This design comes from an exercise in tuning for small area, a short achievable clock period and few clock cycles on the open sky130 flow, not from production work.
Function was not checked in any run shown here: the RTL went through the layout flow alone.

==> flow/design.v, too long to show whole: its modules and the start of the top module <==
// module vs_topk_insert: 43 lines
// module vs_topk_core: 120 lines
// module vs_tree: 878 lines
module vs_topk_core (
    input  logic          clk,
    input  logic          reset_n,
    input  logic          start,
    input  logic          mode,
    input  logic [11:0]   base_addr,
    input  logic [9:0]    vector_count,
    input  logic [7:0]    dim_words,
    output logic          mem_rd_en,
    output logic [11:0]   mem_addr,
    input  logic [63:0]   mem_data,
    output logic          busy,
    output logic          done,
    output logic [2:0]    topk_count,
    output logic [127:0]  topk_score,
    output logic [39:0]   topk_id
);
  // ...
==> flow/flow/run.sh <==
#!/bin/bash
# Layout: the standard ORFS flow with three changes:
#  1. after the standard synthesis, flow/polarity.py removes inverters by
#     choosing the polarity of signals around full adders (self-dual), gates
#     with a complementary twin (and2/nand2, ...) and xor2/xnor2;
#     registers are untouched;
#  2. the port buffers inserted during placement are sky130_fd_sc_hd__buf_1
#     (buffer_ports' own choice is the slower, larger clkdlybuf4s50_1);
#  3. repair_timing is asked for 10.5 ns of setup slack at the 15 ns clock.
set -euo pipefail
WH=$(grep -o 'WORK_HOME=[^ ]*' standard.sh | head -1 | cut -d= -f2)
RES="$WH/results/sky130hd/vs_topk_core/base"
bash standard.sh synth > make_synth.log 2>&1
cp "$RES/1_2_yosys.v" yosys_standard.v
python3 flow/polarity.py yosys_standard.v "$RES/1_2_yosys.v" > polarity.log 2>&1
bash standard.sh do-1_synth > make_synth_odb.log 2>&1
bash standard.sh finish "BUFFER_PORTS_ARGS=-buffer_cell sky130_fd_sc_hd__buf_1" SETUP_SLACK_MARGIN=10.5 > make_finish.log 2>&1
==> flow/flow/polarity.py <==
#!/usr/bin/env python3
"""Inverter minimisation on a mapped sky130 netlist (Yosys write_verilog form).

Chooses the polarity in which each signal is produced, to remove inverters:
  - sky130_fd_sc_hd__fa_1 is self-dual, FA(~a, ~b, ~c) = (~cout, ~sum), so a
    full adder may work on the complements of its input and output signals;
  - a gate with a complementary twin of the same pins and size _1
    (and2/nand2, a21o/a21oi, mux2/mux2i, ...) may produce the complement of
    its output by becoming the twin;
  - xor2/xnor2 take either polarity of each input and give either polarity
    of their output (xor2 <-> xnor2).
All inverters between cells are removed, then one sky130_fd_sc_hd__inv_1 is
added per signal still needed in the polarity it is not produced in. A
greedy search minimises inverter area plus the area of the chosen gates.
Registers, ports and every other cell are kept as they are.

usage: polarity.py IN.v OUT.v
"""
import re, sys

P = "sky130_fd_sc_hd__"
OUTPINS = {"X", "Y", "Q", "Q_N", "SUM", "COUT", "HI", "LO", "GCLK"}
INV_AREA = 3.7536
AREA = {"and2_1": 6.256, "nand2_1": 3.7536, "or2_1": 6.256, "nor2_1": 3.7536,
        "and3_1": 6.256, "nand3_1": 5.0048, "or3_1": 6.256, "nor3_1": 5.0048,
        "and4_1": 8.7584, "nand4_1": 6.256, "or4_1": 7.5072, "nor4_1": 6.256,
        "a21o_1": 7.5072, "a21oi_1": 5.0048, "o21a_1": 7.5072, "o21ai_0": 5.0048,
        "o21ai_1": 5.0048, "a22o_1": 8.7584, "a22oi_1": 7.5072, "a211o_1": 8.7584,
        "a211oi_1": 7.5072, "o211a_1": 10.0096, "o211ai_1": 7.5072, "a31o_1": 8.7584,
        "a31oi_1": 6.256, "o31a_1": 8.7584, "o31ai_1": 7.5072, "mux2_1": 11.2608,
        "mux2i_1": 10.0096, "and2b_1": 7.5072, "nand2b_1": 6.256, "or2b_1": 7.5072,
        "nor2b_1": 6.256, "a21bo_1": 10.0096, "a21boi_0": 7.5072, "o21ba_1": 10.0096,
        "o21bai_1": 7.5072, "and3b_1": 8.7584, "nand3b_1": 7.5072, "or3b_1": 8.7584,
        "nor3b_1": 7.5072, "and4b_1": 10.0096, "nand4b_1": 8.7584, "or4b_1": 10.0096,
        "nor4b_1": 8.7584, "o22a_1": 8.7584, "o22ai_1": 6.256}
PAIRS = [("and2_1", "nand2_1"), ("or2_1", "nor2_1"), ("and3_1", "nand3_1"),
         ("or3_1", "nor3_1"), ("and4_1", "nand4_1"), ("or4_1", "nor4_1"),
         ("a21o_1", "a21oi_1"), ("o21a_1", "o21ai_0"), ("a22o_1", "a22oi_1"),
         ("a211o_1", "a211oi_1"), ("o211a_1", "o211ai_1"), ("a31o_1", "a31oi_1"),
         ("o31a_1", "o31ai_1"), ("mux2_1", "mux2i_1"), ("and2b_1", "nand2b_1"),
         ("or2b_1", "nor2b_1"), ("a21bo_1", "a21boi_0"), ("o21ba_1", "o21bai_1"),
         ("and3b_1", "nand3b_1"), ("or3b_1", "nor3b_1"), ("and4b_1", "nand4b_1"),
         ("or4b_1", "nor4b_1"), ("o22a_1", "o22ai_1")]
TWIN = {}
for a, b in PAIRS:
    TWIN[a] = b
    TWIN[b] = a
TWIN["o21ai_1"] = "o21a_1"
XOR = {"xor2_1": 0, "xnor2_1": 1}
XOUT = {a for a, b in PAIRS} | {"xor2_1"}


def main(src, dst):
    lines = open(src).read().split("\n")
    cells, tmpl, ports = [], [], set()
    inst_start = re.compile(r"^\s*(sky130_fd_sc_hd__\w+)\s+(\S+)\s*\($")
    pin_re = re.compile(r"^\s*\.(\w+)\((.*)\),?$")
    i = 0
    while i < len(lines):
        ln = lines[i]
        m = inst_start.match(ln)
        if m:
            pins = []
            i += 1
            while not lines[i].strip().startswith(");"):
                pm = pin_re.match(lines[i])
                assert pm, lines[i]
                pins.append([pm.group(1), pm.group(2).strip()])
                i += 1
            cells.append({"type": m.group(1)[len(P):], "name": m.group(2), "pins": pins})
            tmpl.append(("CELL", len(cells) - 1))
            i += 1
            continue
        pm = re.match(r"^\s*(input|output|inout)\s+(\[[^\]]*\]\s*)?(\S+);", ln)
        if pm:
            ports.add(pm.group(3))
        if re.match(r"^\s*assign\b", ln):
            raise SystemExit("assign statements not supported")
        tmpl.append(("TXT", ln))
        i += 1

    def is_port(net):
        n = net.split()[0] if net.startswith("\\") else net
        return re.sub(r"\[\d+\]$", "", n) in ports

    drv = {}
    for ci, c in enumerate(cells):
        for p, n in c["pins"]:
            if p in OUTPINS:
                drv[n] = (ci, p)

    def is_inv(c):
        return re.match(r"(clk)?inv_\d+$", c["type"]) is not None

    coll = {ci for ci, c in enumerate(cells)
            if is_inv(c) and not is_port(dict(c["pins"])["Y"])}

    memo = {}
    def base(net):
        if net not in memo:
            d = drv.get(net)
            if d is not None and d[0] in coll:
                L, p = base(dict(cells[d[0]]["pins"])["A"])
                memo[net] = (L, p ^ 1)
            else:
                memo[net] = (net, 0)
        return memo[net]

    # kinds: 0 fixed, 1 full adder, 2 twin gate, 3 xor
    kind = [0] * len(cells)
    for ci, c in enumerate(cells):
        if ci in coll:
            continue
        outs = [n for p, n in c["pins"] if p in OUTPINS]
        if any(is_port(n) for n in outs):
            continue
        if c["type"] == "fa_1":
            kind[ci] = 1
        elif c["type"] in TWIN:
            kind[ci] = 2
        elif c["type"] in XOR:
            kind[ci] = 3
    flip = [0] * len(cells)

    demands = {}
    for ci, c in enumerate(cells):
        if ci in coll:
            continue
        for k, (p, n) in enumerate(c["pins"]):
            if p in OUTPINS or n.startswith("1'b"):
                continue
            L, pr = base(n)
            demands.setdefault(L, []).append((ci, k, pr))
    for n in drv:
        if is_port(n):
            L, pr = base(n)
            demands.setdefault(L, []).append((None, None, pr))

    def avail(L):
        d = drv.get(L)
        return flip[d[0]] if d is not None else 0

    def cost(L):
        av = avail(L)
        for ci, k, pr in demands.get(L, ()):
            if ci is not None and kind[ci] == 3:
                continue
            want = pr ^ (flip[ci] if ci is not None and kind[ci] == 1 else 0)
            if want != av:
                return INV_AREA
        return 0.0

    def gate_area(ci):
        if kind[ci] != 2:
            return 0.0
        t = cells[ci]["type"]
        return AREA[TWIN[t]] if flip[ci] else AREA[t]

    aff = {}
    for ci in range(len(cells)):
        if kind[ci] == 0:
            continue
        s = {n for p, n in cells[ci]["pins"] if p in OUTPINS}
        if kind[ci] == 1:
            s |= {base(n)[0] for p, n in cells[ci]["pins"]
                  if p not in OUTPINS and not n.startswith("1'b")}
        aff[ci] = s

    def total():
        return sum(cost(L) for L in demands) + sum(gate_area(ci) for ci in aff)

    before = total()
    import random
    rng = random.Random(1)
    keys = list(aff)
    def delta(ci):
        s_ = aff[ci]
        c0 = sum(cost(L) for L in s_) + gate_area(ci)
        flip[ci] ^= 1
        c1 = sum(cost(L) for L in s_) + gate_area(ci)
        flip[ci] ^= 1
        return c1 - c0
    cur = before
    best, bestflip = cur, list(flip)
    steps = 2000 * len(keys)
    for it in range(steps):
        temp = 4.0 * (1.0 - it / steps) + 0.01
        ci = rng.choice(keys)
        d = delta(ci)
        if d <= 0 or rng.random() < pow(2.718281828, -d / temp):
            flip[ci] ^= 1
            cur += d
            if cur < best - 1e-9:
                best, bestflip = cur, list(flip)
    flip[:] = bestflip
    for _ in range(30):
        changed = False
        for ci in keys:
            if delta(ci) < -1e-9:
                flip[ci] ^= 1
                changed = True
        if not changed:
            break
    after = total()

    compl = {}
    for L in demands:
        if cost(L):
            compl[L] = f"_pol{len(compl)}_"

    def phys(L, want):
        return L if want == avail(L) else compl[L]

    newpins = {}
    newtype = {}
    for L, ds in demands.items():
        for ci, k, pr in ds:
            if ci is None:
                continue
            if kind[ci] == 3:
                newpins[(ci, k)] = L
            else:
                want = pr ^ (flip[ci] if kind[ci] == 1 else 0)
                newpins[(ci, k)] = phys(L, want)
    for ci in aff:
        c = cells[ci]
        if kind[ci] == 2 and flip[ci]:
            newtype[ci] = TWIN[c["type"]]
        elif kind[ci] == 3:
            par = XOR[c["type"]] ^ flip[ci]
            for k, (p, n) in enumerate(c["pins"]):
                if p in OUTPINS or n.startswith("1'b"):
                    continue
                L, pr = base(n)
                par ^= pr ^ avail(L)
            newtype[ci] = "xnor2_1" if par else "xor2_1"

    def esc(n):
        return n + " " if n.startswith("\\") else n

    out = []
    for kd, v in tmpl:
        if kd == "TXT":
            if v.strip() == "endmodule":
                for L, nn in compl.items():
                    out.append(f"  {P}inv_1 {nn}inv (\n    .A({esc(L)}),\n    .Y({nn})\n  );")
            out.append(v)
            continue
        ci = v
        if ci in coll:
            continue
        c = cells[ci]
        t = newtype.get(ci, c["type"])
        pl = []
        for k, (p, n) in enumerate(c["pins"]):
            if p in ("X", "Y") and ci in newtype:
                p = "X" if t in XOUT else "Y"
            pl.append(f"    .{p}({esc(newpins.get((ci, k), n))})")
        out.append(f"  {P}{t} {c['name']} (\n" + ",\n".join(pl) + "\n  );")
    txt = "\n".join(out)
    k = txt.index("  " + P)
    txt = txt[:k] + "".join(f"  wire {nn};\n" for nn in compl.values()) + txt[k:]
    open(dst, "w").write(txt)
    nfa = sum(1 for ci in aff if kind[ci] == 1 and flip[ci])
    ntw = sum(1 for ci in aff if kind[ci] == 2 and flip[ci])
    print(f"polarity: {len(coll)} inverters -> {len(compl)}; {nfa} full adders complemented, "
          f"{ntw} gates swapped for their twin; area of inverters and twin gates "
          f"{before:.1f} -> {after:.1f} um2")


if __name__ == "__main__":
    main(sys.argv[1], sys.argv[2])
==> flow/standard.sh <==
#!/bin/bash
# synth_recipe.tcl (not shown) runs the flow's synth.tcl, then flattens the netlist and writes it again
# the make line also repeats each setting of config.mk as NAME=value (left out here)
make -C /OpenROAD-flow-scripts/flow DESIGN_CONFIG=/design/flow/config.mk WORK_HOME=/design/flow/orfs CLKGATE_MAP_FILE= SYNTH_SCRIPT=/design/flow/synth_recipe.tcl "${@:-finish}"
==> flow/config.mk <==
export PLATFORM = sky130hd
export DESIGN_NAME = vs_topk_core
export DESIGN_NICKNAME = vs_topk_core
export VERILOG_FILES = /design/flow/design.v
export SDC_FILE = /design/flow/constraint.sdc
export NUM_CORES = 4
export LEC_CHECK = 0
export CAP_MARGIN = 20
export CORE_MARGIN = 2
export CORE_UTILIZATION = 60
export CTS_BUF_LIST = sky130_fd_sc_hd__clkbuf_8
export CTS_CLUSTER_DIAMETER = 100
export CTS_CLUSTER_SIZE = 12
export SLEW_MARGIN = 20
==> flow/constraint.sdc <==
create_clock -name core_clock -period 15.0 [get_ports {clk}]
set_input_delay 3.0000 -clock core_clock [delete_from_list [all_inputs] [get_ports {clk}]]
set_output_delay 3.0000 -clock core_clock [all_outputs]
set_load 0.01 [all_outputs]
==> impl_metrics.py, run 1 <==
metrics = {
    "grt": {
        "antenna_found_initial": 1,
        "grt_util_met2_pct": 52.0,
        "met1_usage_pct": 36.3,
        "grt_pass1_vias": 19289,
    },
    "finish": {
        "nNetsFinal": 3396,
        "syn_to_final_growth_pct": 9.80,
        "final_core_util_pct": 66.9,
        "seq_cells": 353,
        "largest_register": "u_insert.score_q",
        "nClkBuffers": 38,
    },
    "cts": {
        "hold_buffers": 0,
        "cts-root-buf": "clkbuf_8",
        "cts_buffers": 35,
        "clk_pin_slew_ns": 0.08,
        "cts_resized": 84,
        "cts_setup_buffers": 10,
    },
    "timing": {
        "tightest_slew_ns": 1.10,
        "max_freq_ghz": 0.223,
        "hold_viol_final": 0,
        "hold_ws_ns": 0.333,
        "maxSlewHeadroom_pct": 26.6,
    },
    "critical_path": {
        "worstPathRequired_ns": 15.49,
        "cp.depth": 11,
        "reg2reg_depth": 11,
        "cpMaxStageDelayCell": "fa_2",
        "regToRegSetupSlack_ns": 10.51,
        "r2r_end": "r2_q[9]$_DFF_P_",
        "crit_top_cell": "fa_2",
        "cp_num_buf_inv": 0,
    },
    "logic_synthesis": {
        "yosysWarnings": 4,
        "syn_inst": 2536,
    },
    "min_path": {
        "hp-class": "reg -> reg",
    },
    "drt": {
        "ant_nets": 0,
        "dr_wl_met3_um": 3630,
        "routed_wl_um": 66600,
    },
    "placed_design": {
        "dp_slack_ns": 10.18,
    },
    "run_status": {
        "status": "no timing/DRC/antenna violations",
    },
    "floorplan": {
        "die_w_um": 213,
        "core_um2": 43200,
    },
}
==> module vs_topk_core, before the edit <==
module vs_topk_core (
    input  logic          clk,
    input  logic          reset_n,
    input  logic          start,
    input  logic          mode,
    input  logic [11:0]   base_addr,
    input  logic [9:0]    vector_count,
    input  logic [7:0]    dim_words,
    output logic          mem_rd_en,
    output logic [11:0]   mem_addr,
    input  logic [63:0]   mem_data,
    output logic          busy,
    output logic          done,
    output logic [2:0]    topk_count,
    output logic [127:0]  topk_score,
    output logic [39:0]   topk_id
);
    logic        busy_q, done_q, rd_q, mode_q, first_q;
    logic [11:0] addr_q;
    logic [7:0]  dim_q, wcnt_q;
    logic [9:0]  vrem_q;
    wire accept = start & ~busy_q;
    wire empty  = (vector_count == 10'd0) | (dim_words == 8'd0);
    wire eov    = (wcnt_q == 8'd1);
    wire fin    = eov & (vrem_q == 10'd1);
    logic f1_q, f2_q, f3_q;
    logic l1_q, l2_q, l3_q, l4_q;
    logic z1_q, z2_q, z3_q, z4_q;
    logic        clr_q, empty_q;
    always_ff @(posedge clk) begin
        if (!reset_n) begin
            busy_q  <= 1'b0;
            done_q  <= 1'b0;
            rd_q    <= 1'b0;
            clr_q   <= 1'b0;
            empty_q <= 1'b0;
            l1_q <= 1'b0; l2_q <= 1'b0; l3_q <= 1'b0; l4_q <= 1'b0;
            z1_q <= 1'b0; z2_q <= 1'b0; z3_q <= 1'b0; z4_q <= 1'b0;
        end else begin
            clr_q   <= accept;
            empty_q <= accept & empty;
            done_q  <= empty_q | z4_q;
            busy_q  <= busy_q ? ~(empty_q | z4_q) : start;
            rd_q    <= rd_q ? ~fin : (accept & ~empty);
            l1_q <= rd_q & eov; l2_q <= l1_q; l3_q <= l2_q; l4_q <= l3_q;
            z1_q <= rd_q & fin; z2_q <= z1_q; z3_q <= z2_q; z4_q <= z3_q;
        end
    end
    logic ldn_q, dot_q;
    always_ff @(posedge clk) begin
        if (!reset_n) ldn_q <= 1'b1;
        else          ldn_q <= rd_q ? fin : ~(accept & ~empty);
    end
    always_ff @(posedge clk) begin
        first_q <= ~rd_q | eov;
        f1_q <= first_q; f2_q <= f1_q; f3_q <= f2_q;
        if (!busy_q) begin
            mode_q <= mode;
            dot_q  <= ~mode;
        end
        if (ldn_q) begin
            addr_q <= base_addr;
            dim_q  <= dim_words;
            wcnt_q <= dim_words;
            vrem_q <= vector_count;
        end else begin
            addr_q <= addr_q + 12'd1;
            if (eov) begin
                wcnt_q <= dim_q;
                vrem_q <= vrem_q - 10'd1;
            end else begin
                wcnt_q <= wcnt_q - 8'd1;
            end
        end
    end
    assign mem_rd_en = rd_q;
    assign mem_addr  = addr_q;
    assign busy      = busy_q;
    assign done      = done_q;
    logic [31:0] pp_p;
    logic [31:0] pp_q;
    logic [3:0]  pp_r;
    always_ff @(posedge clk) begin
        for (int l = 0; l < 4; l++) begin
            logic [7:0] a, b;
            logic [8:0] x;
            a = mem_data[16*l +: 8];
            b = mem_data[16*l+8 +: 8];
            x = {a[7], a} - {b[7], b};
            pp_p[8*l +: 8] <= mode_q ? x[8:1] : a;
            pp_q[8*l +: 8] <= mode_q ? x[8:1] : b;
            pp_r[l]        <= mode_q & x[0];
        end
    end
    logic [19:0] tr1, tr2;
    vs_tree u_tree (.pp_p(pp_p), .pp_q(pp_q), .pp_r(pp_r), .tr1(tr1), .tr2(tr2));
    logic [19:0] r1_q, r2_q;
    always_ff @(posedge clk) begin
        r1_q <= dot_q ? {2'b00, tr1[19:2]} : ~tr1;
        r2_q <= dot_q ? {2'b00, tr2[19:2]} : ~tr2;
    end
    logic [26:0] acc_q;
    wire  [26:0] acc_base = f3_q ? 27'd0 : acc_q;
    wire  [26:0] acc_k = dot_q ? 27'h7FE0200 : 27'h7E7F802;
    always_ff @(posedge clk)
        acc_q <= acc_base + {7'd0, r1_q} + {7'd0, r2_q} + acc_k;
    logic [9:0] idc_q;
    always_ff @(posedge clk)
        idc_q <= clr_q ? 10'd0 : idc_q + {9'd0, l4_q};
    vs_topk_insert u_insert (
        .clk        (clk),
        .clr        (clr_q),
        .ins_valid  (l4_q),
        .ins_score  (acc_q),
        .ins_id     (idc_q),
        .count      (topk_count),
        .score_flat (topk_score),
        .id_flat    (topk_id)
    );
endmodule
==> inputs of run 2 (changes only) <==
--- a/flow/design.v
+++ b/flow/design.v
@@ -136,61 +136,355 @@
         end
     end
     assign mem_rd_en = rd_q;
     assign mem_addr  = addr_q;
     assign busy      = busy_q;
     assign done      = done_q;
     logic [31:0] pp_p;
     logic [31:0] pp_q;
-    logic [3:0]  pp_r;
+    logic [3:0]  pp_r, pp_n;
     always_ff @(posedge clk) begin
         for (int l = 0; l < 4; l++) begin
             logic [7:0] a, b;
             logic [8:0] x;
             a = mem_data[16*l +: 8];
             b = mem_data[16*l+8 +: 8];
             x = {a[7], a} - {b[7], b};
             pp_p[8*l +: 8] <= mode_q ? x[8:1] : a;
-            pp_q[8*l +: 8] <= mode_q ? x[8:1] : b;
+            pp_q[8*l +: 8] <= mode_q ? ~x[8:1] : b;
             pp_r[l]        <= mode_q & x[0];
+            pp_n[l]        <= mode_q & ~x[0];
         end
     end
-    logic [19:0] tr1, tr2;
-    vs_tree u_tree (.pp_p(pp_p), .pp_q(pp_q), .pp_r(pp_r), .tr1(tr1), .tr2(tr2));
-    logic [19:0] r1_q, r2_q;
+    logic [19:0] tr1, tr2, tr3;
+    vs_tree u_tree (.pp_p(pp_p), .pp_q(pp_q), .pp_r(pp_r), .pp_n(pp_n), .tr1(tr1), .tr2(tr2), .tr3(tr3));
+    logic [19:0] r1_q, r2_q, r3_q;
     always_ff @(posedge clk) begin
-        r1_q <= dot_q ? {2'b00, tr1[19:2]} : ~tr1;
-        r2_q <= dot_q ? {2'b00, tr2[19:2]} : ~tr2;
+        r1_q <= tr1;
+        r2_q <= tr2;
+        r3_q <= tr3;
     end
     logic [26:0] acc_q;
-    wire  [26:0] acc_base = f3_q ? 27'd0 : acc_q;
-    wire  [26:0] acc_k = dot_q ? 27'h7FE0200 : 27'h7E7F802;
+    logic [26:0] sa1, sa2;
+    wire s0 = acc_q[0] & ~f3_q;
+    wire s1 = r1_q[0];
+    wire s2 = r2_q[0];
+    wire s3 = r3_q[0];
+    wire s4 = acc_q[1] & ~f3_q;
+    wire s5 = r1_q[1];
+    wire s6 = r2_q[1];
+    wire s7 = r3_q[1];
+    wire s8 = acc_q[2] & ~f3_q;
+    wire s9 = r1_q[2];
+    wire s10 = r2_q[2];
+    wire s11 = r3_q[2];
+    wire s12 = 1'b1;
+    wire s13 = acc_q[3] & ~f3_q;
+    wire s14 = r1_q[3];
+    wire s15 = r2_q[3];
+    wire s16 = r3_q[3];
+    wire s17 = 1'b1;
+    wire s18 = acc_q[4] & ~f3_q;
+    wire s19 = r1_q[4];
+    wire s20 = r2_q[4];
+    wire s21 = r3_q[4];
+    wire s22 = 1'b1;
+    wire s23 = acc_q[5] & ~f3_q;
+    wire s24 = r1_q[5];
+    wire s25 = r2_q[5];
+    wire s26 = r3_q[5];
+    wire s27 = 1'b1;
+    wire s28 = acc_q[6] & ~f3_q;
+    wire s29 = r1_q[6];
+    wire s30 = r2_q[6];
+    wire s31 = r3_q[6];
+    wire s32 = 1'b1;
+    wire s33 = acc_q[7] & ~f3_q;
+    wire s34 = r1_q[7];
+    wire s35 = r2_q[7];
+    wire s36 = r3_q[7];
+    wire s37 = 1'b1;
+    wire s38 = acc_q[8] & ~f3_q;
+    wire s39 = r1_q[8];
+    wire s40 = r2_q[8];
+    wire s41 = r3_q[8];
+    wire s42 = 1'b1;
+    wire s43 = acc_q[9] & ~f3_q;
+    wire s44 = r1_q[9];
+    wire s45 = r2_q[9];
+    wire s46 = r3_q[9];
+    wire s47 = 1'b1;
+    wire s48 = acc_q[10] & ~f3_q;
+    wire s49 = r1_q[10];
+    wire s50 = r2_q[10];
+    wire s51 = r3_q[10];
+    wire s52 = 1'b1;
+    wire s53 = acc_q[11] & ~f3_q;
+    wire s54 = r1_q[11];
+    wire s55 = r2_q[11];
+    wire s56 = r3_q[11];
+    wire s57 = acc_q[12] & ~f3_q;
+    wire s58 = r1_q[12];
+    wire s59 = r2_q[12];
+    wire s60 = r3_q[12];
+    wire s61 = acc_q[13] & ~f3_q;
+    wire s62 = r1_q[13];
+    wire s63 = r2_q[13];
+    wire s64 = r3_q[13];
+    wire s65 = acc_q[14] & ~f3_q;
+    wire s66 = r1_q[14];
+    wire s67 = r2_q[14];
+    wire s68 = r3_q[14];
+    wire s69 = acc_q[15] & ~f3_q;
+    wire s70 = r1_q[15];
+    wire s71 = r2_q[15];
+    wire s72 = r3_q[15];
+    wire s73 = acc_q[16] & ~f3_q;
+    wire s74 = r1_q[16];
+    wire s75 = r2_q[16];
+    wire s76 = r3_q[16];
+    wire s77 = acc_q[17] & ~f3_q;
+    wire s78 = r1_q[17];
+    wire s79 = r2_q[17];
+    wire s80 = r3_q[17];
+    wire s81 = acc_q[18] & ~f3_q;
+    wire s82 = r1_q[18];
+    wire s83 = r2_q[18];
+    wire s84 = r3_q[18];
+    wire s85 = acc_q[19] & ~f3_q;
+    wire s86 = r1_q[19];
+    wire s87 = r2_q[19];
+    wire s88 = r3_q[19];
+    wire s89 = 1'b1;
+    wire s90 = acc_q[20] & ~f3_q;
+    wire s91 = 1'b1;
+    wire s92 = acc_q[21] & ~f3_q;
+    wire s93 = 1'b1;
+    wire s94 = acc_q[22] & ~f3_q;
+    wire s95 = 1'b1;
+    wire s96 = acc_q[23] & ~f3_q;
+    wire s97 = 1'b1;
+    wire s98 = acc_q[24] & ~f3_q;
+    wire s99 = 1'b1;
+    wire s100 = acc_q[25] & ~f3_q;
+    wire s101 = 1'b1;
+    wire s102 = acc_q[26] & ~f3_q;
+    wire s103 = 1'b1;
+    wire s104 = s8 ^ s9;
+    wire s105 = s8 & s9;
+    wire s106 = s13 ^ s14 ^ s15;
+    wire s107 = (s13 & s14) | (s13 & s15) | (s14 & s15);
+    wire s108 = s18 ^ s19 ^ s20;
+    wire s109 = (s18 & s19) | (s18 & s20) | (s19 & s20);
+    wire s110 = s23 ^ s24 ^ s25;
+    wire s111 = (s23 & s24) | (s23 & s25) | (s24 & s25);
+    wire s112 = s28 ^ s29 ^ s30;
+    wire s113 = (s28 & s29) | (s28 & s30) | (s29 & s30);
+    wire s114 = s33 ^ s34 ^ s35;
+    wire s115 = (s33 & s34) | (s33 & s35) | (s34 & s35);
+    wire s116 = s38 ^ s39 ^ s40;
+    wire s117 = (s38 & s39) | (s38 & s40) | (s39 & s40);
+    wire s118 = s43 ^ s44 ^ s45;
+    wire s119 = (s43 & s44) | (s43 & s45) | (s44 & s45);
+    wire s120 = s48 ^ s49 ^ s50;
+    wire s121 = (s48 & s49) | (s48 & s50) | (s49 & s50);
+    wire s122 = s53 ^ s54;
+    wire s123 = s53 & s54;
+    wire s124 = s57 ^ s58;
+    wire s125 = s57 & s58;
+    wire s126 = s61 ^ s62;
+    wire s127 = s61 & s62;
+    wire s128 = s65 ^ s66;
+    wire s129 = s65 & s66;
+    wire s130 = s69 ^ s70;
+    wire s131 = s69 & s70;
+    wire s132 = s73 ^ s74;
+    wire s133 = s73 & s74;
+    wire s134 = s77 ^ s78;
+    wire s135 = s77 & s78;
+    wire s136 = s81 ^ s82;
+    wire s137 = s81 & s82;
+    wire s138 = s85 ^ s86 ^ s87;
+    wire s139 = (s85 & s86) | (s85 & s87) | (s86 & s87);
+    wire s140 = s0 ^ s1;
+    wire s141 = s0 & s1;
+    wire s142 = s4 ^ s5 ^ s6;
+    wire s143 = (s4 & s5) | (s4 & s6) | (s5 & s6);
+    wire s144 = s10 ^ s11 ^ s12;
+    wire s145 = (s10 & s11) | (s10 & s12) | (s11 & s12);
+    wire s146 = s16 ^ s17 ^ s105;
+    wire s147 = (s16 & s17) | (s16 & s105) | (s17 & s105);
+    wire s148 = s21 ^ s22 ^ s107;
+    wire s149 = (s21 & s22) | (s21 & s107) | (s22 & s107);
+    wire s150 = s26 ^ s27 ^ s109;
+    wire s151 = (s26 & s27) | (s26 & s109) | (s27 & s109);
+    wire s152 = s31 ^ s32 ^ s111;
+    wire s153 = (s31 & s32) | (s31 & s111) | (s32 & s111);
+    wire s154 = s36 ^ s37 ^ s113;
+    wire s155 = (s36 & s37) | (s36 & s113) | (s37 & s113);
+    wire s156 = s41 ^ s42 ^ s115;
+    wire s157 = (s41 & s42) | (s41 & s115) | (s42 & s115);
+    wire s158 = s46 ^ s47 ^ s117;
+    wire s159 = (s46 & s47) | (s46 & s117) | (s47 & s117);
+    wire s160 = s51 ^ s52 ^ s119;
+    wire s161 = (s51 & s52) | (s51 & s119) | (s52 & s119);
+    wire s162 = s55 ^ s56 ^ s121;
+    wire s163 = (s55 & s56) | (s55 & s121) | (s56 & s121);
+    wire s164 = s59 ^ s60 ^ s123;
+    wire s165 = (s59 & s60) | (s59 & s123) | (s60 & s123);
+    wire s166 = s63 ^ s64 ^ s125;
+    wire s167 = (s63 & s64) | (s63 & s125) | (s64 & s125);
+    wire s168 = s67 ^ s68 ^ s127;
+    wire s169 = (s67 & s68) | (s67 & s127) | (s68 & s127);
+    wire s170 = s71 ^ s72 ^ s129;
+    wire s171 = (s71 & s72) | (s71 & s129) | (s72 & s129);
+    wire s172 = s75 ^ s76 ^ s131;
+    wire s173 = (s75 & s76) | (s75 & s131) | (s76 & s131);
+    wire s174 = s79 ^ s80 ^ s133;
+    wire s175 = (s79 & s80) | (s79 & s133) | (s80 & s133);
+    wire s176 = s83 ^ s84 ^ s135;
+    wire s177 = (s83 & s84) | (s83 & s135) | (s84 & s135);
+    wire s178 = s88 ^ s89 ^ s137;
+    wire s179 = (s88 & s89) | (s88 & s137) | (s89 & s137);
+    wire s180 = s90 ^ s91;
+    wire s181 = s90 & s91;
+    wire s182 = s2 ^ s3;
+    wire s183 = s2 & s3;
+    wire s184 = s7 ^ s141 ^ s142;
+    wire s185 = (s7 & s141) | (s7 & s142) | (s141 & s142);
+    wire s186 = s104 ^ s143 ^ s144;
+    wire s187 = (s104 & s143) | (s104 & s144) | (s143 & s144);
+    wire s188 = s106 ^ s145 ^ s146;
+    wire s189 = (s106 & s145) | (s106 & s146) | (s145 & s146);
+    wire s190 = s108 ^ s147 ^ s148;
+    wire s191 = (s108 & s147) | (s108 & s148) | (s147 & s148);
+    wire s192 = s110 ^ s149 ^ s150;
+    wire s193 = (s110 & s149) | (s110 & s150) | (s149 & s150);
+    wire s194 = s112 ^ s151 ^ s152;
+    wire s195 = (s112 & s151) | (s112 & s152) | (s151 & s152);
+    wire s196 = s114 ^ s153 ^ s154;
+    wire s197 = (s114 & s153) | (s114 & s154) | (s153 & s154);
+    wire s198 = s116 ^ s155 ^ s156;
+    wire s199 = (s116 & s155) | (s116 & s156) | (s155 & s156);
+    wire s200 = s118 ^ s157 ^ s158;
+    wire s201 = (s118 & s157) | (s118 & s158) | (s157 & s158);
+    wire s202 = s120 ^ s159 ^ s160;
+    wire s203 = (s120 & s159) | (s120 & s160) | (s159 & s160);
+    wire s204 = s122 ^ s161 ^ s162;
+    wire s205 = (s122 & s161) | (s122 & s162) | (s161 & s162);
+    wire s206 = s124 ^ s163 ^ s164;
+    wire s207 = (s124 & s163) | (s124 & s164) | (s163 & s164);
+    wire s208 = s126 ^ s165 ^ s166;
+    wire s209 = (s126 & s165) | (s126 & s166) | (s165 & s166);
+    wire s210 = s128 ^ s167 ^ s168;
+    wire s211 = (s128 & s167) | (s128 & s168) | (s167 & s168);
+    wire s212 = s130 ^ s169 ^ s170;
+    wire s213 = (s130 & s169) | (s130 & s170) | (s169 & s170);
+    wire s214 = s132 ^ s171 ^ s172;
+    wire s215 = (s132 & s171) | (s132 & s172) | (s171 & s172);
+    wire s216 = s134 ^ s173 ^ s174;
+    wire s217 = (s134 & s173) | (s134 & s174) | (s173 & s174);
+    wire s218 = s136 ^ s175 ^ s176;
+    wire s219 = (s136 & s175) | (s136 & s176) | (s175 & s176);
+    wire s220 = s138 ^ s177 ^ s178;
+    wire s221 = (s138 & s177) | (s138 & s178) | (s177 & s178);
+    wire s222 = s139 ^ s179 ^ s180;
+    wire s223 = (s139 & s179) | (s139 & s180) | (s179 & s180);
+    wire s224 = s92 ^ s93 ^ s181;
+    wire s225 = (s92 & s93) | (s92 & s181) | (s93 & s181);
+    wire s226 = s94 ^ s95;
+    wire s227 = s94 & s95;
+    wire s228 = s96 ^ s97;
+    wire s229 = s96 & s97;
+    wire s230 = s98 ^ s99;
+    wire s231 = s98 & s99;
+    wire s232 = s100 ^ s101;
+    wire s233 = s100 & s101;
+    wire s234 = s102 ^ s103;
+    wire s235 = s102 & s103;
+    assign sa1[0] = s140;
+    assign sa2[0] = s182;
+    assign sa1[1] = s183;
+    assign sa2[1] = s184;
+    assign sa1[2] = s185;
+    assign sa2[2] = s186;
+    assign sa1[3] = s187;
+    assign sa2[3] = s188;
+    assign sa1[4] = s189;
+    assign sa2[4] = s190;
+    assign sa1[5] = s191;
+    assign sa2[5] = s192;
+    assign sa1[6] = s193;
+    assign sa2[6] = s194;
+    assign sa1[7] = s195;
+    assign sa2[7] = s196;
+    assign sa1[8] = s197;
+    assign sa2[8] = s198;
+    assign sa1[9] = s199;
+    assign sa2[9] = s200;
+    assign sa1[10] = s201;
+    assign sa2[10] = s202;
+    assign sa1[11] = s203;
+    assign sa2[11] = s204;
+    assign sa1[12] = s205;
+    assign sa2[12] = s206;
+    assign sa1[13] = s207;
+    assign sa2[13] = s208;
+    assign sa1[14] = s209;
+    assign sa2[14] = s210;
+    assign sa1[15] = s211;
+    assign sa2[15] = s212;
+    assign sa1[16] = s213;
+    assign sa2[16] = s214;
+    assign sa1[17] = s215;
+    assign sa2[17] = s216;
+    assign sa1[18] = s217;
+    assign sa2[18] = s218;
+    assign sa1[19] = s219;
+    assign sa2[19] = s220;
+    assign sa1[20] = s221;
+    assign sa2[20] = s222;
+    assign sa1[21] = s223;
+    assign sa2[21] = s224;
+    assign sa1[22] = s225;
+    assign sa2[22] = s226;
+    assign sa1[23] = s227;
+    assign sa2[23] = s228;
+    assign sa1[24] = s229;
+    assign sa2[24] = s230;
+    assign sa1[25] = s231;
+    assign sa2[25] = s232;
+    assign sa1[26] = s233;
+    assign sa2[26] = s234;
     always_ff @(posedge clk)
-        acc_q <= acc_base + {7'd0, r1_q} + {7'd0, r2_q} + acc_k;
+        acc_q <= sa1 + sa2;
+    wire [26:0] score = dot_q ? {{2{acc_q[26]}}, acc_q[26:2]} : acc_q;
     logic [9:0] idc_q;
     always_ff @(posedge clk)
         idc_q <= clr_q ? 10'd0 : idc_q + {9'd0, l4_q};
     vs_topk_insert u_insert (
         .clk        (clk),
         .clr        (clr_q),
         .ins_valid  (l4_q),
-        .ins_score  (acc_q),
+        .ins_score  (score),
         .ins_id     (idc_q),
         .count      (topk_count),
         .score_flat (topk_score),
         .id_flat    (topk_id)
     );
 endmodule
 module vs_tree (
     input  logic [31:0] pp_p,
     input  logic [31:0] pp_q,
     input  logic [3:0]  pp_r,
+    input  logic [3:0]  pp_n,
     output logic [19:0] tr1,
-    output logic [19:0] tr2
+    output logic [19:0] tr2,
+    output logic [19:0] tr3
 );
     wire t0 = pp_p[0] & pp_q[0];
     wire t1 = pp_p[0] & pp_q[1];
     wire t2 = pp_p[0] & pp_q[2];
     wire t3 = pp_p[0] & pp_q[3];
     wire t4 = pp_p[0] & pp_q[4];
     wire t5 = pp_p[0] & pp_q[5];
     wire t6 = pp_p[0] & pp_q[6];
@@ -246,25 +540,25 @@
     wire t56 = ~(pp_q[7] & pp_p[0]);
     wire t57 = ~(pp_q[7] & pp_p[1]);
     wire t58 = ~(pp_q[7] & pp_p[2]);
     wire t59 = ~(pp_q[7] & pp_p[3]);
     wire t60 = ~(pp_q[7] & pp_p[4]);
     wire t61 = ~(pp_q[7] & pp_p[5]);
     wire t62 = ~(pp_q[7] & pp_p[6]);
     wire t63 = pp_p[7] & pp_q[7];
-    wire t64 = pp_r[0] & pp_p[0];
-    wire t65 = pp_r[0] & pp_p[1];
-    wire t66 = pp_r[0] & pp_p[2];
-    wire t67 = pp_r[0] & pp_p[3];
-    wire t68 = pp_r[0] & pp_p[4];
-    wire t69 = pp_r[0] & pp_p[5];
-    wire t70 = pp_r[0] & pp_p[6];
-    wire t71 = ~(pp_r[0] & pp_p[7]);
-    wire t72 = pp_r[0];
+    wire t64 = pp_n[0] & pp_p[0];
+    wire t65 = pp_n[0] & pp_p[1];
+    wire t66 = pp_n[0] & pp_p[2];
+    wire t67 = pp_n[0] & pp_p[3];
+    wire t68 = pp_n[0] & pp_p[4];
+    wire t69 = pp_n[0] & pp_p[5];
+    wire t70 = pp_n[0] & pp_p[6];
+    wire t71 = ~(pp_n[0] & pp_p[7]);
+    wire t72 = ~pp_r[0];
     wire t73 = pp_p[8] & pp_q[8];
     wire t74 = pp_p[8] & pp_q[9];
     wire t75 = pp_p[8] & pp_q[10];
     wire t76 = pp_p[8] & pp_q[11];
     wire t77 = pp_p[8] & pp_q[12];
     wire t78 = pp_p[8] & pp_q[13];
     wire t79 = pp_p[8] & pp_q[14];
     wire t80 = pp_p[9] & pp_q[8];
@@ -319,25 +613,25 @@
     wire t129 = ~(pp_q[15] & pp_p[8]);
     wire t130 = ~(pp_q[15] & pp_p[9]);
     wire t131 = ~(pp_q[15] & pp_p[10]);
     wire t132 = ~(pp_q[15] & pp_p[11]);
     wire t133 = ~(pp_q[15] & pp_p[12]);
     wire t134 = ~(pp_q[15] & pp_p[13]);
     wire t135 = ~(pp_q[15] & pp_p[14]);
     wire t136 = pp_p[15] & pp_q[15];
-    wire t137 = pp_r[1] & pp_p[8];
-    wire t138 = pp_r[1] & pp_p[9];
-    wire t139 = pp_r[1] & pp_p[10];
-    wire t140 = pp_r[1] & pp_p[11];
-    wire t141 = pp_r[1] & pp_p[12];
-    wire t142 = pp_r[1] & pp_p[13];
-    wire t143 = pp_r[1] & pp_p[14];
-    wire t144 = ~(pp_r[1] & pp_p[15]);
-    wire t145 = pp_r[1];
+    wire t137 = pp_n[1] & pp_p[8];
+    wire t138 = pp_n[1] & pp_p[9];
+    wire t139 = pp_n[1] & pp_p[10];
+    wire t140 = pp_n[1] & pp_p[11];
+    wire t141 = pp_n[1] & pp_p[12];
+    wire t142 = pp_n[1] & pp_p[13];
+    wire t143 = pp_n[1] & pp_p[14];
+    wire t144 = ~(pp_n[1] & pp_p[15]);
+    wire t145 = ~pp_r[1];
     wire t146 = pp_p[16] & pp_q[16];
     wire t147 = pp_p[16] & pp_q[17];
     wire t148 = pp_p[16] & pp_q[18];
     wire t149 = pp_p[16] & pp_q[19];
     wire t150 = pp_p[16] & pp_q[20];
     wire t151 = pp_p[16] & pp_q[21];
     wire t152 = pp_p[16] & pp_q[22];
     wire t153 = pp_p[17] & pp_q[16];
@@ -392,25 +686,25 @@
     wire t202 = ~(pp_q[23] & pp_p[16]);
     wire t203 = ~(pp_q[23] & pp_p[17]);
     wire t204 = ~(pp_q[23] & pp_p[18]);
     wire t205 = ~(pp_q[23] & pp_p[19]);
     wire t206 = ~(pp_q[23] & pp_p[20]);
     wire t207 = ~(pp_q[23] & pp_p[21]);
     wire t208 = ~(pp_q[23] & pp_p[22]);
     wire t209 = pp_p[23] & pp_q[23];
-    wire t210 = pp_r[2] & pp_p[16];
-    wire t211 = pp_r[2] & pp_p[17];
-    wire t212 = pp_r[2] & pp_p[18];
-    wire t213 = pp_r[2] & pp_p[19];
-    wire t214 = pp_r[2] & pp_p[20];
-    wire t215 = pp_r[2] & pp_p[21];
-    wire t216 = pp_r[2] & pp_p[22];
-    wire t217 = ~(pp_r[2] & pp_p[23]);
-    wire t218 = pp_r[2];
+    wire t210 = pp_n[2] & pp_p[16];
+    wire t211 = pp_n[2] & pp_p[17];
+    wire t212 = pp_n[2] & pp_p[18];
+    wire t213 = pp_n[2] & pp_p[19];
+    wire t214 = pp_n[2] & pp_p[20];
+    wire t215 = pp_n[2] & pp_p[21];
+    wire t216 = pp_n[2] & pp_p[22];
+    wire t217 = ~(pp_n[2] & pp_p[23]);
+    wire t218 = ~pp_r[2];
     wire t219 = pp_p[24] & pp_q[24];
     wire t220 = pp_p[24] & pp_q[25];
     wire t221 = pp_p[24] & pp_q[26];
     wire t222 = pp_p[24] & pp_q[27];
     wire t223 = pp_p[24] & pp_q[28];
     wire t224 = pp_p[24] & pp_q[29];
     wire t225 = pp_p[24] & pp_q[30];
     wire t226 = pp_p[25] & pp_q[24];
@@ -465,25 +759,25 @@
     wire t275 = ~(pp_q[31] & pp_p[24]);
     wire t276 = ~(pp_q[31] & pp_p[25]);
     wire t277 = ~(pp_q[31] & pp_p[26]);
     wire t278 = ~(pp_q[31] & pp_p[27]);
     wire t279 = ~(pp_q[31] & pp_p[28]);
     wire t280 = ~(pp_q[31] & pp_p[29]);
     wire t281 = ~(pp_q[31] & pp_p[30]);
     wire t282 = pp_p[31] & pp_q[31];
-    wire t283 = pp_r[3] & pp_p[24];
-    wire t284 = pp_r[3] & pp_p[25];
-    wire t285 = pp_r[3] & pp_p[26];
-    wire t286 = pp_r[3] & pp_p[27];
-    wire t287 = pp_r[3] & pp_p[28];
-    wire t288 = pp_r[3] & pp_p[29];
-    wire t289 = pp_r[3] & pp_p[30];
-    wire t290 = ~(pp_r[3] & pp_p[31]);
-    wire t291 = pp_r[3];
+    wire t283 = pp_n[3] & pp_p[24];
+    wire t284 = pp_n[3] & pp_p[25];
+    wire t285 = pp_n[3] & pp_p[26];
+    wire t286 = pp_n[3] & pp_p[27];
+    wire t287 = pp_n[3] & pp_p[28];
+    wire t288 = pp_n[3] & pp_p[29];
+    wire t289 = pp_n[3] & pp_p[30];
+    wire t290 = ~(pp_n[3] & pp_p[31]);
+    wire t291 = ~pp_r[3];
     wire t292 = t6 ^ t12 ^ t18;
     wire t293 = (t6 & t12) | (t6 & t18) | (t12 & t18);
     wire t294 = t24 ^ t30 ^ t36;
     wire t295 = (t24 & t30) | (t24 & t36) | (t30 & t36);
     wire t296 = t13 ^ t19 ^ t25;
     wire t297 = (t13 & t19) | (t13 & t25) | (t19 & t25);
     wire t298 = t31 ^ t37 ^ t43;
     wire t299 = (t31 & t37) | (t31 & t43) | (t37 & t43);
@@ -978,83 +1272,69 @@
     wire t788 = t747 ^ t749 ^ t750;
     wire t789 = (t747 & t749) | (t747 & t750) | (t749 & t750);
     wire t790 = t751 ^ t753 ^ t754;
     wire t791 = (t751 & t753) | (t751 & t754) | (t753 & t754);
     wire t792 = t755 ^ t757 ^ t758;
     wire t793 = (t755 & t757) | (t755 & t758) | (t757 & t758);
     wire t794 = t701 ^ t703 ^ t759;
     wire t795 = (t701 & t703) | (t701 & t759) | (t703 & t759);
-    wire t796 = t218 ^ t291;
-    wire t797 = t218 & t291;
-    wire t798 = t622 ^ t704;
-    wire t799 = t622 & t704;
-    wire t800 = t708 ^ t765 ^ t766;
-    wire t801 = (t708 & t765) | (t708 & t766) | (t765 & t766);
-    wire t802 = t712 ^ t767 ^ t768;
-    wire t803 = (t712 & t767) | (t712 & t768) | (t767 & t768);
-    wire t804 = t716 ^ t769 ^ t770;
-    wire t805 = (t716 & t769) | (t716 & t770) | (t769 & t770);
-    wire t806 = t720 ^ t771 ^ t772;
-    wire t807 = (t720 & t771) | (t720 & t772) | (t771 & t772);
-    wire t808 = t724 ^ t773 ^ t774;
-    wire t809 = (t724 & t773) | (t724 & t774) | (t773 & t774);
-    wire t810 = t728 ^ t775 ^ t776;
-    wire t811 = (t728 & t775) | (t728 & t776) | (t775 & t776);
-    wire t812 = t732 ^ t777 ^ t778;
-    wire t813 = (t732 & t777) | (t732 & t778) | (t777 & t778);
-    wire t814 = t736 ^ t779 ^ t780;
-    wire t815 = (t736 & t779) | (t736 & t780) | (t779 & t780);
-    wire t816 = t740 ^ t781 ^ t782;
-    wire t817 = (t740 & t781) | (t740 & t782) | (t781 & t782);
-    wire t818 = t744 ^ t783 ^ t784;
-    wire t819 = (t744 & t783) | (t744 & t784) | (t783 & t784);
-    wire t820 = t748 ^ t785 ^ t786;
-    wire t821 = (t748 & t785) | (t748 & t786) | (t785 & t786);
-    wire t822 = t752 ^ t787 ^ t788;
-    wire t823 = (t752 & t787) | (t752 & t788) | (t787 & t788);
-    wire t824 = t756 ^ t789 ^ t790;
-    wire t825 = (t756 & t789) | (t756 & t790) | (t789 & t790);
-    wire t826 = t760 ^ t791 ^ t792;
-    wire t827 = (t760 & t791) | (t760 & t792) | (t791 & t792);
-    wire t828 = t761 ^ t793 ^ t794;
-    wire t829 = (t761 & t793) | (t761 & t794) | (t793 & t794);
-    assign tr1[0] = t762;
-    assign tr2[0] = t796;
+    assign tr1[0] = t218;
+    assign tr2[0] = t291;
+    assign tr3[0] = t762;
     assign tr1[1] = t763;
-    assign tr2[1] = t797;
-    assign tr1[2] = t764;
-    assign tr2[2] = t798;
-    assign tr1[3] = t799;
-    assign tr2[3] = t800;
-    assign tr1[4] = t801;
-    assign tr2[4] = t802;
-    assign tr1[5] = t803;
-    assign tr2[5] = t804;
-    assign tr1[6] = t805;
-    assign tr2[6] = t806;
-    assign tr1[7] = t807;
-    assign tr2[7] = t808;
-    assign tr1[8] = t809;
-    assign tr2[8] = t810;
-    assign tr1[9] = t811;
-    assign tr2[9] = t812;
-    assign tr1[10] = t813;
-    assign tr2[10] = t814;
-    assign tr1[11] = t815;
-    assign tr2[11] = t816;
-    assign tr1[12] = t817;
-    assign tr2[12] = t818;
-    assign tr1[13] = t819;
-    assign tr2[13] = t820;
-    assign tr1[14] = t821;
-    assign tr2[14] = t822;
-    assign tr1[15] = t823;
-    assign tr2[15] = t824;
-    assign tr1[16] = t825;
-    assign tr2[16] = t826;
-    assign tr1[17] = t827;
-    assign tr2[17] = t828;
+    assign tr2[1] = 1'b0;
+    assign tr3[1] = 1'b0;
+    assign tr1[2] = t622;
+    assign tr2[2] = t704;
+    assign tr3[2] = t764;
+    assign tr1[3] = t708;
+    assign tr2[3] = t765;
+    assign tr3[3] = t766;
+    assign tr1[4] = t712;
+    assign tr2[4] = t767;
+    assign tr3[4] = t768;
+    assign tr1[5] = t716;
+    assign tr2[5] = t769;
+    assign tr3[5] = t770;
+    assign tr1[6] = t720;
+    assign tr2[6] = t771;
+    assign tr3[6] = t772;
+    assign tr1[7] = t724;
+    assign tr2[7] = t773;
+    assign tr3[7] = t774;
+    assign tr1[8] = t728;
+    assign tr2[8] = t775;
+    assign tr3[8] = t776;
+    assign tr1[9] = t732;
+    assign tr2[9] = t777;
+    assign tr3[9] = t778;
+    assign tr1[10] = t736;
+    assign tr2[10] = t779;
+    assign tr3[10] = t780;
+    assign tr1[11] = t740;
+    assign tr2[11] = t781;
+    assign tr3[11] = t782;
+    assign tr1[12] = t744;
+    assign tr2[12] = t783;
+    assign tr3[12] = t784;
+    assign tr1[13] = t748;
+    assign tr2[13] = t785;
+    assign tr3[13] = t786;
+    assign tr1[14] = t752;
+    assign tr2[14] = t787;
+    assign tr3[14] = t788;
+    assign tr1[15] = t756;
+    assign tr2[15] = t789;
+    assign tr3[15] = t790;
+    assign tr1[16] = t760;
+    assign tr2[16] = t791;
+    assign tr3[16] = t792;
+    assign tr1[17] = t761;
+    assign tr2[17] = t793;
+    assign tr3[17] = t794;
     assign tr1[18] = t795;
-    assign tr2[18] = t829;
+    assign tr2[18] = 1'b0;
+    assign tr3[18] = 1'b0;
     assign tr1[19] = 1'b0;
     assign tr2[19] = 1'b0;
+    assign tr3[19] = 1'b0;
 endmodule
==> flow/config.mk (replaced) <==
export PLATFORM = sky130hd
export DESIGN_NAME = vs_topk_core
export DESIGN_NICKNAME = vs_topk_core
export VERILOG_FILES = /design/flow/design.v
export SDC_FILE = /design/flow/constraint.sdc
export NUM_CORES = 4
export LEC_CHECK = 0
export CAP_MARGIN = 20
export CORE_MARGIN = 2
export CORE_UTILIZATION = 60
export CTS_CLUSTER_DIAMETER = 120
export CTS_CLUSTER_SIZE = 20
export SLEW_MARGIN = 20
==> run 2 against run 1 <==
Compared with the run above: register-to-register slack better by 0.19 ns; core utilization is 0.29 points lower; global-route usage is 0.15 points higher; critical path type is now in -> reg; highest routed layer unchanged.
==> impl_metrics.py, run 2 <==
metrics = {
    "placed_design": {
        "dp_slack_ns": 9.72,
        "numPortBuffers": 283,
        "hpwl_um": 54800,
        "place.gp.congestion": 0.927,
    },
    "timing": {
        "fin_skew_ns": 0.0251,
        "grt_setup_unrepaired": "no",
        "hold_viol_final": 0,
        "finalMaxSlewViolations": 0,
        "min_period_over_period_pct": 29.4,
        "tightest_slew_ns": 0.949,
        "period_needed_ns": 4.41,
        "max_freq_ghz": 0.227,
        "maxSlewHeadroom_pct": 36.7,
        "tns_ns": 0,
        "setup_violations": 0,
        "timing.final.ws_setup_ns": 10.59,
    },
    "finish": {
        "final_cell_mix": "inv_1 (321), nand2_1 (292), buf_1 (275)",
        "drive_above_1_share_pct": 6.83,
        "fillerInstances": 3614,
        "syn_to_final_growth_pct": 9.14,
        "largest_register": "u_insert.score_q",
        "nNetsFinal": 3430,
        "final_common_cell": "inv_1",
        "num_antenna_cells": 0,
        "top_regs": "u_insert.score_q (108), u_insert.id_q (40)",
        "largest_register_ffs": 108,
    },
    "logic_synthesis": {
        "synth_area_um2": 27000,
        "yosysWarnings": 4,
        "syn_area_per_cell_um2": 10.4,
        "syn-num-nets": 3200,
        "syn_inst": 2611,
    },
    "critical_path": {
        "cpPeakStageDelay_ns": 0.37,
        "worstPathRequired_ns": 15.46,
        "cp.depth": 11,
        "critPathCaptureType": "flop",
        "rr_startpoint": "f3_q$_DFF_P_",
        "critPathTopFamily": "compound AO/OA/AOI/OAI gates",
        "cpMaxStageDelayCell": "or3_1",
        "crit_path_cell_trace": "clkbuf_4 > inv_16 > ha_4 > nor2b_1 > o21ai_1 > a21oi_2 > o21ai_2 > a21boi_1 > o21a_1 > or3_1 > a31o_2",
        "r2r_end": "acc_q[23]$_DFF_P_",
        "startpoint_type": "input port",
        "regToRegSetupSlack_ns": 10.70,
        "cp_num_buf_inv": 2,
        "cp_max_fo": 3,
        "reg2reg_depth": 16,
        "path_class": "in -> reg",
        "arrival_ns": 4.87,
    },
    "drt": {
        "first_iter_violations": 1385,
        "ant_nets": 0,
        "drc_errors": 0,
        "wl_per_cell_um": 20.3,
        "routed_wl_um": 70000,
        "avgViaCountPerCell": 5.70,
        "vias": 19643,
        "dr.pass1.iters": 5,
    },
    "grt": {
        "antenna_found_initial": 0,
        "grt_max_degree": 108,
        "overflow": 0,
        "grt_pass1_wl_um": 108000,
        "grt_usage_pct": 29.7,
        "grt_pass1_vias": 20002,
    },
    "floorplan": {
        "dieArea_um2": 46800,
        "die_w_um": 216,
        "row_count": 77,
        "start_util_pct": 61.0,
        "die_y_um": 216,
        "top_level_ports": 284,
        "core_um2": 44300,
    },
    "cts": {
        "cts_buffers": 22,
        "cts_tree": "done",
        "hold_buffers": 0,
        "h-tree-depth": 1,
        "cts-root-buf": "clkbuf_16",
        "clock_path_buffers": 3,
        "clk_pin_slew_ns": 0.08,
        "clkSinkCount": 371,
        "clkLatencyLatePin_ns": 0.57,
    },
    "min_path": {
        "hp-class": "reg -> reg",
        "min_path_cells": 0,
        "hp-start": "f2_q$_DFF_P_",
        "whs_endpoint": "f3_q$_DFF_P_",
    },
    "run_status": {
        "status": "no timing/DRC/antenna violations",
    },
    "job": {
        "drv_cap": 0,
    },
}
run 2: repair_timing:
item / in CTS / in global routing
gates cloned: 1 / 1
resized for setup: 10 / 22
setup endpoints to repair: 68 / 158
pin swaps: 3 / 10
setup buffers: 2 / 1
run 2: final cells by class:
type / count / area (um2) / share of cell area [%]
clock buffer: 36 / 624 / 2.12
clock inverter: 1 / 11.3 / 0.0382
inverter: 329 / 1330 / 4.49
multi-input combinational: 1816 / 16500 / 55.8
sequential: 371 / 9110 / 30.9
tap: 592 / 741 / 2.51
timing repair buffer: 301 / 1240 / 4.21
run 2: worst max-delay path by stage:
stage / slack (ns) / from / to
6_report: 10.59 / mem_data[41] / pp_p[22]$_DFF_P_
5_1_grt: 10.51 / f3_q$_DFF_P_ / acc_q[23]$_DFF_P_
4_1_cts: 10.50 / mem_data[57] / pp_p[30]$_DFF_P_
3_5_place_dp: 9.72 / mem_data[57] / pp_p[30]$_DFF_P_
3_3_place_gp: 9.78 / mem_data[25] / pp_p[14]$_DFF_P_
2_1_floorplan: 10.32 / mem_data[57] / pp_p[30]$_DFF_P_
run 2: metal layers:
| metal | wire length (um) | part of all wire, % | up-vias | global-route usage [%] |
|---|---|---|---|---|
| met4 | 2380 | 3.4 | 0 | 9.43 |
| met2 | 33900 | 48 | 665 | 51.2 |
| met3 | 4160 | 5.9 | 148 | 3.51 |
| met5 | 0 | 0 | - | 0 |
| met1 | 29500 | 42 | 9727 | 39.4 |
| li1 | - | - | 9103 | - |
run 2: worst register-to-register path: cells and delay by family (launching register included):
family	cells	cell delay [ns]
adder cells (fa/ha/maj)	4	1.34
AO/OA/AOI/OAI	5	1.12
AND/OR/NAND/NOR	4	1.09
buffers and inverters	3	0.37
flip-flops	1	0.33
run 2: stage by stage:
| step | hold slack [ns] | cell area [um2] | util, % | std cells |
|---|---|---|---|---|
| final | 0.333 | 29500 | 66.6 | 3446 |
| after global routing | 0.347 | 29500 | 66.6 | 3446 |
| after CTS | 0.336 | 29400 | 66.3 | 3444 |
| after detailed placement | 0.318 | 28700 | 64.8 | 3404 |
| after global placement | 0.311 | 28700 | 64.7 | 3403 |
| after floorplan | 0.310 | 27200 | - | 2611 |

==> port drivers added, routing unchanged <==
The results above use ideal ports. As a check the final layouts listed here were re-extracted and re-timed, cells and wires unchanged.
Step 1 assumes that a clkbuf_16 drives the clock port and a buf_2 every other input.
Step 2, shift: input delay + t, output delay - t, t = (earliest + latest rising clock arrival at the registers) / 2. This alone moves slack from input paths to output paths.
Slacks: no drivers / after step 1 / after step 2; pairs: no drivers / after step 1.
run | shift t [ns] | setup WS [ns] | worst data-port slew with drivers (ns)
run 1 | 0.675 | 10.514 / 10.514 / 10.175 | 0.06
run 2 | 0.611 | 10.585 / 10.604 / 9.993 | 0.06
After both steps every run listed still meets setup and hold. For run 2, which loses most, drivers alone change the setup slack by +0.019 ns; drivers and shift together by -0.592 ns.
